This design comes from an exercise in tuning for small area on the open sky130 flow, not from production work.
RTL that was checked went through simulation tests only; none was proved equivalent to the original.
Power figures rest on the tool's default switching activity, not on a simulated workload.

==> branch umber: inputs <==
==> flow/design.v (excerpt) <==
module debug_io_top #(
    parameter int FAST_CLK_BIT  = 2,
    parameter int SLOW_CLK_BIT  = 20,
    parameter int SCAN_DIV_BITS = 10,
    parameter int DEBOUNCE_LEN  = 8
) (
    input  logic                           clk,
    input  logic                           rst,
    input  logic [15:0]                    switch,
    input  logic [io_pkg::NUM_BUTTONS-1:0] btn,
    input  logic                           cosim_valid,
    input  logic [657:0]                   cosim_core_info,
    input  logic [63:0]                    cosim_mem_info,
    output logic                           clk_core,
    output logic [7:0]                     cs,
    output logic [7:0]                     an
);
    io_pkg::panel_switch_t sw;
    assign sw = io_pkg::panel_switch_t'(switch);
    logic       fast_clk;
    logic       slow_clk;
    logic       scan_tick;
    logic [2:0] digit;
    logic       step;
    logic [7:0] digit_oh;
    logic [3:0] nibble;
    clock_divider #(
        .FAST_CLK_BIT  (FAST_CLK_BIT),
        .SLOW_CLK_BIT  (SLOW_CLK_BIT),
        .SCAN_DIV_BITS (SCAN_DIV_BITS)
    ) u_clock_divider (
        .clk       (clk),
        .rst       (rst),
        .fast_clk  (fast_clk),
        .slow_clk  (slow_clk),
        .scan_tick (scan_tick),
        .digit     (digit)
    );
    button_debouncer #(
        .DEBOUNCE_LEN (DEBOUNCE_LEN)
    ) u_button_debouncer (
        .clk       (clk),
        .rst       (rst),
        .scan_tick (scan_tick),
        .btn       (btn[0]),
        .btn_clean (step)
    );
    core_clock_select u_core_clock_select (
        .clk        (clk),
        .rst        (rst),
  ...
Settings: LEC_CHECK=0, CAP_MARGIN=20, CORE_MARGIN=2, CORE_UTILIZATION=40, SLEW_MARGIN=20, SYNTH_HIERARCHICAL=1; clock period 15.0 ns.
run.sh (not shown) runs the stock make flow with config.mk's settings and CLKGATE_MAP_FILE= SYNTH_SCRIPT=/design/flow/synth_recipe.tcl, a recipe that flattens the netlist after the stock synthesis.
==> branch nickel: changes against branch umber <==
--- a/flow/config.mk
+++ b/flow/config.mk
@@ -9,4 +9,3 @@
 export CORE_MARGIN = 2
 export CORE_UTILIZATION = 40
 export SLEW_MARGIN = 20
-export SYNTH_HIERARCHICAL = 1
==> branch onyx: changes against branch umber <==
==> flow/flow/run.sh (new file) <==
#!/bin/bash
set -euo pipefail
cd "$(dirname "$0")/.."
echo 'export BUFFER_PORTS_ARGS = -buffer_cell sky130_fd_sc_hd__buf_1' >> config.mk
bash standard.sh synth > synth.log 2>&1
bash standard.sh > layout.log 2>&1
==> flow/standard.sh (new file) <==
#!/bin/bash
# synth_recipe.tcl (not shown) runs the flow's synth.tcl, then flattens the netlist and writes it again
# the make line also repeats each setting of config.mk as NAME=value (left out here)
make -C /OpenROAD-flow-scripts/flow DESIGN_CONFIG=/design/flow/config.mk WORK_HOME=/design/flow/orfs CLKGATE_MAP_FILE= SYNTH_SCRIPT=/design/flow/synth_recipe.tcl "${@:-finish}"
--- a/flow/config.mk
+++ b/flow/config.mk
@@ -8,5 +8,8 @@
 export CAP_MARGIN = 20
 export CORE_MARGIN = 2
 export CORE_UTILIZATION = 40
+export CTS_BUF_LIST = sky130_fd_sc_hd__clkbuf_8
+export CTS_CLUSTER_SIZE = 30
 export SLEW_MARGIN = 20
 export SYNTH_HIERARCHICAL = 1
+export BUFFER_PORTS_ARGS = -buffer_cell sky130_fd_sc_hd__buf_1
removed: flow/run.sh
==> comparison <==
Branch onyx finished clean. Branch umber went through all stages and came out clean. Branch nickel completed without violations.
Of branch onyx and branch nickel, branch nickel has the higher synthesized area (gap about 3%, measured against branch nickel).
Between branch nickel and branch onyx, the lower sequential power is in branch onyx (gap 11%, measured against branch onyx).
In branch nickel the die area is larger than in branch onyx, by 3.2%.
Synthesized cell count is the same in branch umber and branch onyx.
Between branch umber and branch onyx, the lower first-iteration DRC count is in branch umber (gap about 7%, measured against branch onyx).
Global-route usage: branch nickel < branch onyx < branch umber.
Against branch umber, the worst setup slack of branch onyx is higher by 710 ps.
Between branch nickel and branch onyx, the lower wire length is in branch nickel (gap about 0.43%, measured against branch onyx).
Between branch onyx and branch nickel, the lower clock skew is in branch nickel (gap 12 ps).
==> figures <==
| quantity | branch onyx | branch umber | branch nickel |
|---|---|---|---|
| Status | finished clean | finished clean | finished clean |
| Clock-net power | 1.87 mW | 1.98 mW | 2.04 mW |
| Global Route met3 Usage | 8.47% | 8.33% | 7.69% |
| Sequential group power | 2.28 mW | 2.28 mW | 2.52 mW |
| Share of post-route cells with drive strength above 1 | 7.55% | 5.86% | 11.4% |
| FF-to-FF Start | u_clock_divider.cnt_q[0] | u_clock_divider.cnt_q[0] | u_clock_divider.cnt_q[12] |
| Critical path capture point | cs[3] | cs[0] | cs[4] |
| Via count of the first global-routing pass | 25.2k | 24.1k | 19.6k |
| Tot GR Track Use | 28.8% | 29.5% | 28.6% |
| Global-route track usage on met1 | 34.7% | 36.1% | 35.3% |
| Top cell type's share of synthesized area | 50.7% | 50.7% | 73.6% |
| Total nets after synthesis | 3176 | 3176 | 2418 |
| Core Footprint | 70300 um2 | 70300 um2 | 73000 um2 |
| DRT iter0 DRCs | 2519 | 2346 | 1997 |
| Die Span Y | 271 um | 271 um | 275 um |
| Cell count after placement | 3886 | 3884 | 3303 |
| Final cycle utilization of the critical path | 66.2% | 70.9% | 69.8% |
| Fraction of the mapped netlist area in adder cells | 0.439% | 0.439% | 0.382% |
| Width of the die | 271 um | 271 um | 275 um |
Function was not checked in any run of this note: the RTL went through the layout flow alone.

========
==> run a <==
debug_io_top, a different RTL version from the one above (not shown whole).
==> flow/design.v (excerpt) <==
module debug_io_top #(
    parameter int FAST_CLK_BIT  = 2,
    parameter int SLOW_CLK_BIT  = 20,
    parameter int SCAN_DIV_BITS = 10,
    parameter int DEBOUNCE_LEN  = 8
) (
    input  logic                           clk,
    input  logic                           rst,
    input  logic [15:0]                    switch,
    input  logic [io_pkg::NUM_BUTTONS-1:0] btn,
    input  logic                           cosim_valid,
    input  logic [657:0]                   cosim_core_info,
    input  logic [63:0]                    cosim_mem_info,
    output logic                           clk_core,
    output logic [7:0]                     cs,
    output logic [7:0]                     an
);
==> module hex_segments, before the edit <==
module hex_segments (
    input  logic [3:0]           nibble,
    output io_pkg::seg_pattern_t cs
);
    seg_bit #(.TT(16'h2812)) u_s0 (.x(nibble), .y(cs[0]));
    seg_bit #(.TT(16'hd860)) u_s1 (.x(nibble), .y(cs[1]));
    seg_bit #(.TT(16'hd004)) u_s2 (.x(nibble), .y(cs[2]));
    seg_bit #(.TT(16'h8492)) u_s3 (.x(nibble), .y(cs[3]));
    seg_bit #(.TT(16'h02ba)) u_s4 (.x(nibble), .y(cs[4]));
    seg_bit #(.TT(16'h208e)) u_s5 (.x(nibble), .y(cs[5]));
    seg_bit #(.TT(16'h1083)) u_s6 (.x(nibble), .y(cs[6]));
    assign cs[7] = 1'b1;
endmodule
==> flow/config.mk <==
export PLATFORM = sky130hd
export DESIGN_NAME = debug_io_top
export DESIGN_NICKNAME = debug_io_top
export VERILOG_FILES = /design/flow/design.v
export SDC_FILE = /design/flow/constraint.sdc
export NUM_CORES = 4
export LEC_CHECK = 0
export CAP_MARGIN = 20
export CORE_MARGIN = 2
export CORE_UTILIZATION = 40
export SLEW_MARGIN = 20
export SYNTH_HIERARCHICAL = 1
export BUFFER_PORTS_ARGS = -buffer_cell sky130_fd_sc_hd__buf_1
export CTS_ARGS = -sink_clustering_enable -repair_clock_nets -sink_clustering_size 18 -sink_clustering_max_diameter 80 -buf_list sky130_fd_sc_hd__clkbuf_8 -dont_use_dummy_load
==> flow/constraint.sdc <==
create_clock -name core_clock -period 15.0 [get_ports {clk}]
set_input_delay 3.0000 -clock core_clock [delete_from_list [all_inputs] [get_ports {clk}]]
set_output_delay 3.0000 -clock core_clock [all_outputs]
set_load 0.01 [all_outputs]
standard.sh (not shown) runs the stock make flow with config.mk's settings and CLKGATE_MAP_FILE= SYNTH_SCRIPT=/design/flow/synth_recipe.tcl, a recipe that flattens the netlist after the stock synthesis.
==> flow/flow/run.sh <==
#!/bin/bash
set -euo pipefail
cd "$(dirname "$0")/.."
cat >> config.mk <<'EOC'
export BUFFER_PORTS_ARGS = -buffer_cell sky130_fd_sc_hd__buf_1
export CTS_ARGS = -sink_clustering_enable -repair_clock_nets -sink_clustering_size 18 -sink_clustering_max_diameter 80 -buf_list sky130_fd_sc_hd__clkbuf_8 -dont_use_dummy_load
EOC
bash standard.sh synth > synth.log 2>&1
bash standard.sh > layout.log 2>&1
==> inputs of run b, as changes to run a <==
--- a/flow/design.v
+++ b/flow/design.v
@@ -435,14 +435,52 @@
     end
 endmodule
+module nand2_g (input logic a, b, output logic y);
+    assign y = ~(a & b);
+endmodule
+module or2_g (input logic a, b, output logic y);
+    assign y = a | b;
+endmodule
+module xor2_g (input logic a, b, output logic y);
+    assign y = a ^ b;
+endmodule
+module a21oi_g (input logic a1, a2, b1, output logic y);
+    assign y = ~((a1 & a2) | b1);
+endmodule
+module o21ai_g (input logic a1, a2, b1, output logic y);
+    assign y = ~((a1 | a2) & b1);
+endmodule
+module o31ai_g (input logic a1, a2, a3, b1, output logic y);
+    assign y = ~((a1 | a2 | a3) & b1);
+endmodule
+module o2bb2ai_g (input logic a1, a2, b1, b2, output logic y);
+    assign y = ~((~a1 | ~a2) & (b1 | b2));
+endmodule
+module mux2i_g (input logic a, b, s, output logic y);
+    assign y = ~(s ? b : a);
+endmodule
 module hex_segments (
     input  logic [3:0]           nibble,
     output io_pkg::seg_pattern_t cs
 );
+    logic x0, x1, x2, x3;
+    assign {x3, x2, x1, x0} = nibble;
     seg_bit #(.TT(16'h2812)) u_s0 (.x(nibble), .y(cs[0]));
-    seg_bit #(.TT(16'hd860)) u_s1 (.x(nibble), .y(cs[1]));
+    logic s1a, s1b, s1s;
+    nand2_g u_s1a (.a(x1), .b(x3), .y(s1a));
+    o31ai_g u_s1b (.a1(x1), .a2(x0), .a3(x3), .b1(x2), .y(s1b));
+    o21ai_g u_s1s (.a1(x3), .a2(x1), .b1(x0), .y(s1s));
+    mux2i_g u_s1  (.a(s1a), .b(s1b), .s(s1s), .y(cs[1]));
     seg_bit #(.TT(16'hd004)) u_s2 (.x(nibble), .y(cs[2]));
-    seg_bit #(.TT(16'h8492)) u_s3 (.x(nibble), .y(cs[3]));
+    logic s3a, s3b, s3s;
+    o21ai_g u_s3a (.a1(x0), .a2(x3), .b1(x1), .y(s3a));
+    or2_g   u_s3b (.a(x1), .b(x3), .y(s3b));
+    xor2_g  u_s3s (.a(x0), .b(x2), .y(s3s));
+    mux2i_g u_s3  (.a(s3a), .b(s3b), .s(s3s), .y(cs[3]));
     seg_bit #(.TT(16'h02ba)) u_s4 (.x(nibble), .y(cs[4]));
-    seg_bit #(.TT(16'h208e)) u_s5 (.x(nibble), .y(cs[5]));
+    logic s5a, s5b, s5c;
+    nand2_g   u_s5a (.a(x0), .b(x1), .y(s5a));
+    xor2_g    u_s5b (.a(x2), .b(x3), .y(s5b));
+    o2bb2ai_g u_s5c (.a1(x3), .a2(x1), .b1(x1), .b2(x0), .y(s5c));
+    a21oi_g   u_s5  (.a1(s5a), .a2(s5b), .b1(s5c), .y(cs[5]));
     seg_bit #(.TT(16'h1083)) u_s6 (.x(nibble), .y(cs[6]));
     assign cs[7] = 1'b1;
==> flow/flow/run.sh (replaced) <==
#!/bin/bash
set -euo pipefail
cd "$(dirname "$0")/.."
cat >> config.mk <<'EOC'
export BUFFER_PORTS_ARGS = -buffer_cell sky130_fd_sc_hd__buf_1
export CTS_ARGS = -sink_clustering_enable -repair_clock_nets -sink_clustering_size 10 -sink_clustering_max_diameter 60 -buf_list sky130_fd_sc_hd__clkbuf_4 -dont_use_dummy_load
EOC
bash standard.sh synth > synth.log 2>&1
bash standard.sh > layout.log 2>&1
Settings changed: CAP_MARGIN 20 to 0, CTS_ARGS -sink_clustering_enable -repair_clock_nets -sink_clustering_size 18 -sink_clustering_max_diameter 80 -buf_list sky130_fd_sc_hd__clkbuf_8 -dont_use_dummy_load to -sink_clustering_enable -repair_clock_nets -sink_clustering_size 10 -sink_clustering_max_diameter 60 -buf_list sky130_fd_sc_hd__clkbuf_4 -dont_use_dummy_load, SLEW_MARGIN 20 to 0.
==> inputs of run c, as changes to run a <==
--- a/flow/design.v
+++ b/flow/design.v
@@ -435,14 +435,52 @@
     end
 endmodule
+module nand2_g (input logic a, b, output logic y);
+    assign y = ~(a & b);
+endmodule
+module or2_g (input logic a, b, output logic y);
+    assign y = a | b;
+endmodule
+module xor2_g (input logic a, b, output logic y);
+    assign y = a ^ b;
+endmodule
+module a21oi_g (input logic a1, a2, b1, output logic y);
+    assign y = ~((a1 & a2) | b1);
+endmodule
+module o21ai_g (input logic a1, a2, b1, output logic y);
+    assign y = ~((a1 | a2) & b1);
+endmodule
+module o31ai_g (input logic a1, a2, a3, b1, output logic y);
+    assign y = ~((a1 | a2 | a3) & b1);
+endmodule
+module o2bb2ai_g (input logic a1, a2, b1, b2, output logic y);
+    assign y = ~((~a1 | ~a2) & (b1 | b2));
+endmodule
+module mux2i_g (input logic a, b, s, output logic y);
+    assign y = ~(s ? b : a);
+endmodule
 module hex_segments (
     input  logic [3:0]           nibble,
     output io_pkg::seg_pattern_t cs
 );
+    logic x0, x1, x2, x3;
+    assign {x3, x2, x1, x0} = nibble;
     seg_bit #(.TT(16'h2812)) u_s0 (.x(nibble), .y(cs[0]));
-    seg_bit #(.TT(16'hd860)) u_s1 (.x(nibble), .y(cs[1]));
+    logic s1a, s1b, s1s;
+    nand2_g u_s1a (.a(x1), .b(x3), .y(s1a));
+    o31ai_g u_s1b (.a1(x1), .a2(x0), .a3(x3), .b1(x2), .y(s1b));
+    o21ai_g u_s1s (.a1(x3), .a2(x1), .b1(x0), .y(s1s));
+    mux2i_g u_s1  (.a(s1a), .b(s1b), .s(s1s), .y(cs[1]));
     seg_bit #(.TT(16'hd004)) u_s2 (.x(nibble), .y(cs[2]));
-    seg_bit #(.TT(16'h8492)) u_s3 (.x(nibble), .y(cs[3]));
+    logic s3a, s3b, s3s;
+    o21ai_g u_s3a (.a1(x0), .a2(x3), .b1(x1), .y(s3a));
+    or2_g   u_s3b (.a(x1), .b(x3), .y(s3b));
+    xor2_g  u_s3s (.a(x0), .b(x2), .y(s3s));
+    mux2i_g u_s3  (.a(s3a), .b(s3b), .s(s3s), .y(cs[3]));
     seg_bit #(.TT(16'h02ba)) u_s4 (.x(nibble), .y(cs[4]));
-    seg_bit #(.TT(16'h208e)) u_s5 (.x(nibble), .y(cs[5]));
+    logic s5a, s5b, s5c;
+    nand2_g   u_s5a (.a(x0), .b(x1), .y(s5a));
+    xor2_g    u_s5b (.a(x2), .b(x3), .y(s5b));
+    o2bb2ai_g u_s5c (.a1(x3), .a2(x1), .b1(x1), .b2(x0), .y(s5c));
+    a21oi_g   u_s5  (.a1(s5a), .a2(s5b), .b1(s5c), .y(cs[5]));
     seg_bit #(.TT(16'h1083)) u_s6 (.x(nibble), .y(cs[6]));
     assign cs[7] = 1'b1;
==> flow/flow/run.sh (replaced) <==
#!/bin/bash
set -euo pipefail
cd "$(dirname "$0")/.."
cat >> config.mk <<'EOC'
export BUFFER_PORTS_ARGS = -buffer_cell sky130_fd_sc_hd__buf_1
export CTS_ARGS = -sink_clustering_enable -repair_clock_nets -sink_clustering_size 18 -sink_clustering_max_diameter 90 -buf_list sky130_fd_sc_hd__clkbuf_8 -dont_use_dummy_load
EOC
bash standard.sh synth > synth.log 2>&1
bash standard.sh > layout.log 2>&1
Settings changed: CAP_MARGIN 20 to 0, CORE_UTILIZATION 40 to 36, CTS_ARGS -sink_clustering_enable -repair_clock_nets -sink_clustering_size 18 -sink_clustering_max_diameter 80 -buf_list sky130_fd_sc_hd__clkbuf_8 -dont_use_dummy_load to -sink_clustering_enable -repair_clock_nets -sink_clustering_size 18 -sink_clustering_max_diameter 90 -buf_list sky130_fd_sc_hd__clkbuf_8 -dont_use_dummy_load, SLEW_MARGIN 20 to 0.
==> inputs of run d, as changes to run a <==
--- a/flow/design.v
+++ b/flow/design.v
@@ -435,14 +435,52 @@
     end
 endmodule
+module nand2_g (input logic a, b, output logic y);
+    assign y = ~(a & b);
+endmodule
+module or2_g (input logic a, b, output logic y);
+    assign y = a | b;
+endmodule
+module xor2_g (input logic a, b, output logic y);
+    assign y = a ^ b;
+endmodule
+module a21oi_g (input logic a1, a2, b1, output logic y);
+    assign y = ~((a1 & a2) | b1);
+endmodule
+module o21ai_g (input logic a1, a2, b1, output logic y);
+    assign y = ~((a1 | a2) & b1);
+endmodule
+module o31ai_g (input logic a1, a2, a3, b1, output logic y);
+    assign y = ~((a1 | a2 | a3) & b1);
+endmodule
+module o2bb2ai_g (input logic a1, a2, b1, b2, output logic y);
+    assign y = ~((~a1 | ~a2) & (b1 | b2));
+endmodule
+module mux2i_g (input logic a, b, s, output logic y);
+    assign y = ~(s ? b : a);
+endmodule
 module hex_segments (
     input  logic [3:0]           nibble,
     output io_pkg::seg_pattern_t cs
 );
+    logic x0, x1, x2, x3;
+    assign {x3, x2, x1, x0} = nibble;
     seg_bit #(.TT(16'h2812)) u_s0 (.x(nibble), .y(cs[0]));
-    seg_bit #(.TT(16'hd860)) u_s1 (.x(nibble), .y(cs[1]));
+    logic s1a, s1b, s1s;
+    nand2_g u_s1a (.a(x1), .b(x3), .y(s1a));
+    o31ai_g u_s1b (.a1(x1), .a2(x0), .a3(x3), .b1(x2), .y(s1b));
+    o21ai_g u_s1s (.a1(x3), .a2(x1), .b1(x0), .y(s1s));
+    mux2i_g u_s1  (.a(s1a), .b(s1b), .s(s1s), .y(cs[1]));
     seg_bit #(.TT(16'hd004)) u_s2 (.x(nibble), .y(cs[2]));
-    seg_bit #(.TT(16'h8492)) u_s3 (.x(nibble), .y(cs[3]));
+    logic s3a, s3b, s3s;
+    o21ai_g u_s3a (.a1(x0), .a2(x3), .b1(x1), .y(s3a));
+    or2_g   u_s3b (.a(x1), .b(x3), .y(s3b));
+    xor2_g  u_s3s (.a(x0), .b(x2), .y(s3s));
+    mux2i_g u_s3  (.a(s3a), .b(s3b), .s(s3s), .y(cs[3]));
     seg_bit #(.TT(16'h02ba)) u_s4 (.x(nibble), .y(cs[4]));
-    seg_bit #(.TT(16'h208e)) u_s5 (.x(nibble), .y(cs[5]));
+    logic s5a, s5b, s5c;
+    nand2_g   u_s5a (.a(x0), .b(x1), .y(s5a));
+    xor2_g    u_s5b (.a(x2), .b(x3), .y(s5b));
+    o2bb2ai_g u_s5c (.a1(x3), .a2(x1), .b1(x1), .b2(x0), .y(s5c));
+    a21oi_g   u_s5  (.a1(s5a), .a2(s5b), .b1(s5c), .y(cs[5]));
     seg_bit #(.TT(16'h1083)) u_s6 (.x(nibble), .y(cs[6]));
     assign cs[7] = 1'b1;
==> flow/flow/run.sh (replaced) <==
#!/bin/bash
set -euo pipefail
cd "$(dirname "$0")/.."
cat >> config.mk <<'EOC'
export BUFFER_PORTS_ARGS = -buffer_cell sky130_fd_sc_hd__buf_1
export CTS_ARGS = -sink_clustering_enable -repair_clock_nets -sink_clustering_size 18 -sink_clustering_max_diameter 90 -buf_list sky130_fd_sc_hd__clkbuf_8 -dont_use_dummy_load
EOC
bash standard.sh synth > synth.log 2>&1
bash standard.sh > layout.log 2>&1
Settings changed: CAP_MARGIN 20 to 0, CTS_ARGS -sink_clustering_enable -repair_clock_nets -sink_clustering_size 18 -sink_clustering_max_diameter 80 -buf_list sky130_fd_sc_hd__clkbuf_8 -dont_use_dummy_load to -sink_clustering_enable -repair_clock_nets -sink_clustering_size 18 -sink_clustering_max_diameter 90 -buf_list sky130_fd_sc_hd__clkbuf_8 -dont_use_dummy_load, SLEW_MARGIN 20 to 0.
==> metrics.md <==
| Metric | Value |
|---|---|
| XOR/XNOR Fraction of Synth Area | 0.000957 |
| Pwr dens | roughly 120 nW/um^2 |
| WL met1 | slightly above 40 mm |
| Syn_nets | 2944 |
| Wire per inst | 27.5 um |
| Ratio of cells with drive above 1 in the final layout | 0.0449 |
| DR pass1 iterations | 10 |
| Outcome | no timing/DRC/antenna violations |
| Seq/Total Area, Yosys | 0.551 |
| Slew @ Worst Pin | 1230 ps |
| First-pass GRT wire length | around 150 mm |
| Distinct cell type count after synthesis | 39 |
# the run above: run b

==> metrics.md <==
| Metric | Value |
|---|---|
| Pwr dens | 117 nW/um^2 |
| DR pass1 iterations | 13 |
| Wire per inst | ~28 um |
| DR vias/cell | 6.25 |
| Syn_nets | slightly below 3k |
| Ratio of cells with drive above 1 in the final layout | 0.0321 |
| Outcome | no timing/DRC/antenna violations |
| First-pass GRT wire length | 149 mm |
| Ys async rst share | 0.0360 |
| Seq/Total Area, Yosys | 0.551 |
| WL met1 | 42.1 mm |
| Final ANT Viol Nets | 0 |
# the run above: run d

==> metrics.md <==
| Metric | Value |
|---|---|
| Pwr dens | roughly 120 nW/um^2 |
| Ratio of cells with drive above 1 in the final layout | 0.0335 |
| Syn_nets | 2944 |
| Post-synthesis sequential element count | 749 |
| XOR/XNOR Fraction of Synth Area | 0.000957 |
| WL met1 | around 42 mm |
| Distinct cell type count after synthesis | 39 |
| WHS Path Cells | 1 |
| Tcrit/Tclk final | 0.636 |
| Outcome | no timing/DRC/antenna violations |
| Wire per inst | 26.8 um |
| DR pass1 iterations | 13 |
| Simple-gate share of the synthesized area | 0.0346 |
| First-pass GRT wire length | 147 mm |
| Via count | roughly 23k |
# the run above: run c

==> metrics.md <==
| Metric | Value |
|---|---|
| Outcome | no timing/DRC/antenna violations |
| TritonCTS Buffers | 49 |
| Max Used Layer | met5 |
| First-pass GRT wire length | approximately 150 mm |
| XOR/XNOR Fraction of Synth Area | 0.000319 |
| Distinct cell type count after synthesis | 44 |
| DR pass1 iterations | 7 |
| Slew @ Worst Pin | 1180 ps |
| Syn_nets | 2945 |
| Wire per inst | around 28 um |
| Ratio of cells with drive above 1 in the final layout | 0.0328 |
| WL met1 | 42.0 mm |
| Seq/Total Area, Yosys | 0.551 |
| Peak VDD IR | 81.1 uV |
| Comb pwr share | 0.110 |
# the run above: run a

Only the layout flow was run in run a; the RTL was not checked for function there.

## afterwards: timing with drivers on the ports
No port has a modelled driver above. Below, the same layouts with a new extraction and two added sets of constraints.
Step 1 sets driving cells, clkbuf_16 on the clock port and buf_2 on the other inputs (assumed; they add their load-dependent delay and slew).
Step 2 also shifts input and output timing later by t, the mid clock arrival at the registers, as if the neighbouring blocks saw the same clock.
Three values: ideal ports, drivers, drivers and shift; two values: the first two.
run	shift t [ns]	setup WS [ns]	hold slack, ns
branch umber	0.685	4.364 / 4.287 / 4.287	0.464 / 0.464 / 0.464
branch nickel	0.693	4.530 / 4.450 / 4.450	0.472 / 0.472 / 0.472
branch onyx	0.828	5.073 / 4.993 / 4.993	0.466 / 0.466 / 0.466
run a	0.701	5.623 / 5.542 / 5.542	0.445 / 0.445 / 0.445
run b	0.895	5.574 / 5.457 / 5.457	0.450 / 0.450 / 0.450
run c	0.723	5.465 / 5.336 / 5.336	0.427 / 0.427 / 0.427
run d	0.722	5.631 / 5.511 / 5.511	0.436 / 0.436 / 0.436
After both steps every run listed still meets setup and hold. The setup slack of run c, which loses most, moves by -0.129 ns with the drivers and by -0.129 ns with both steps.
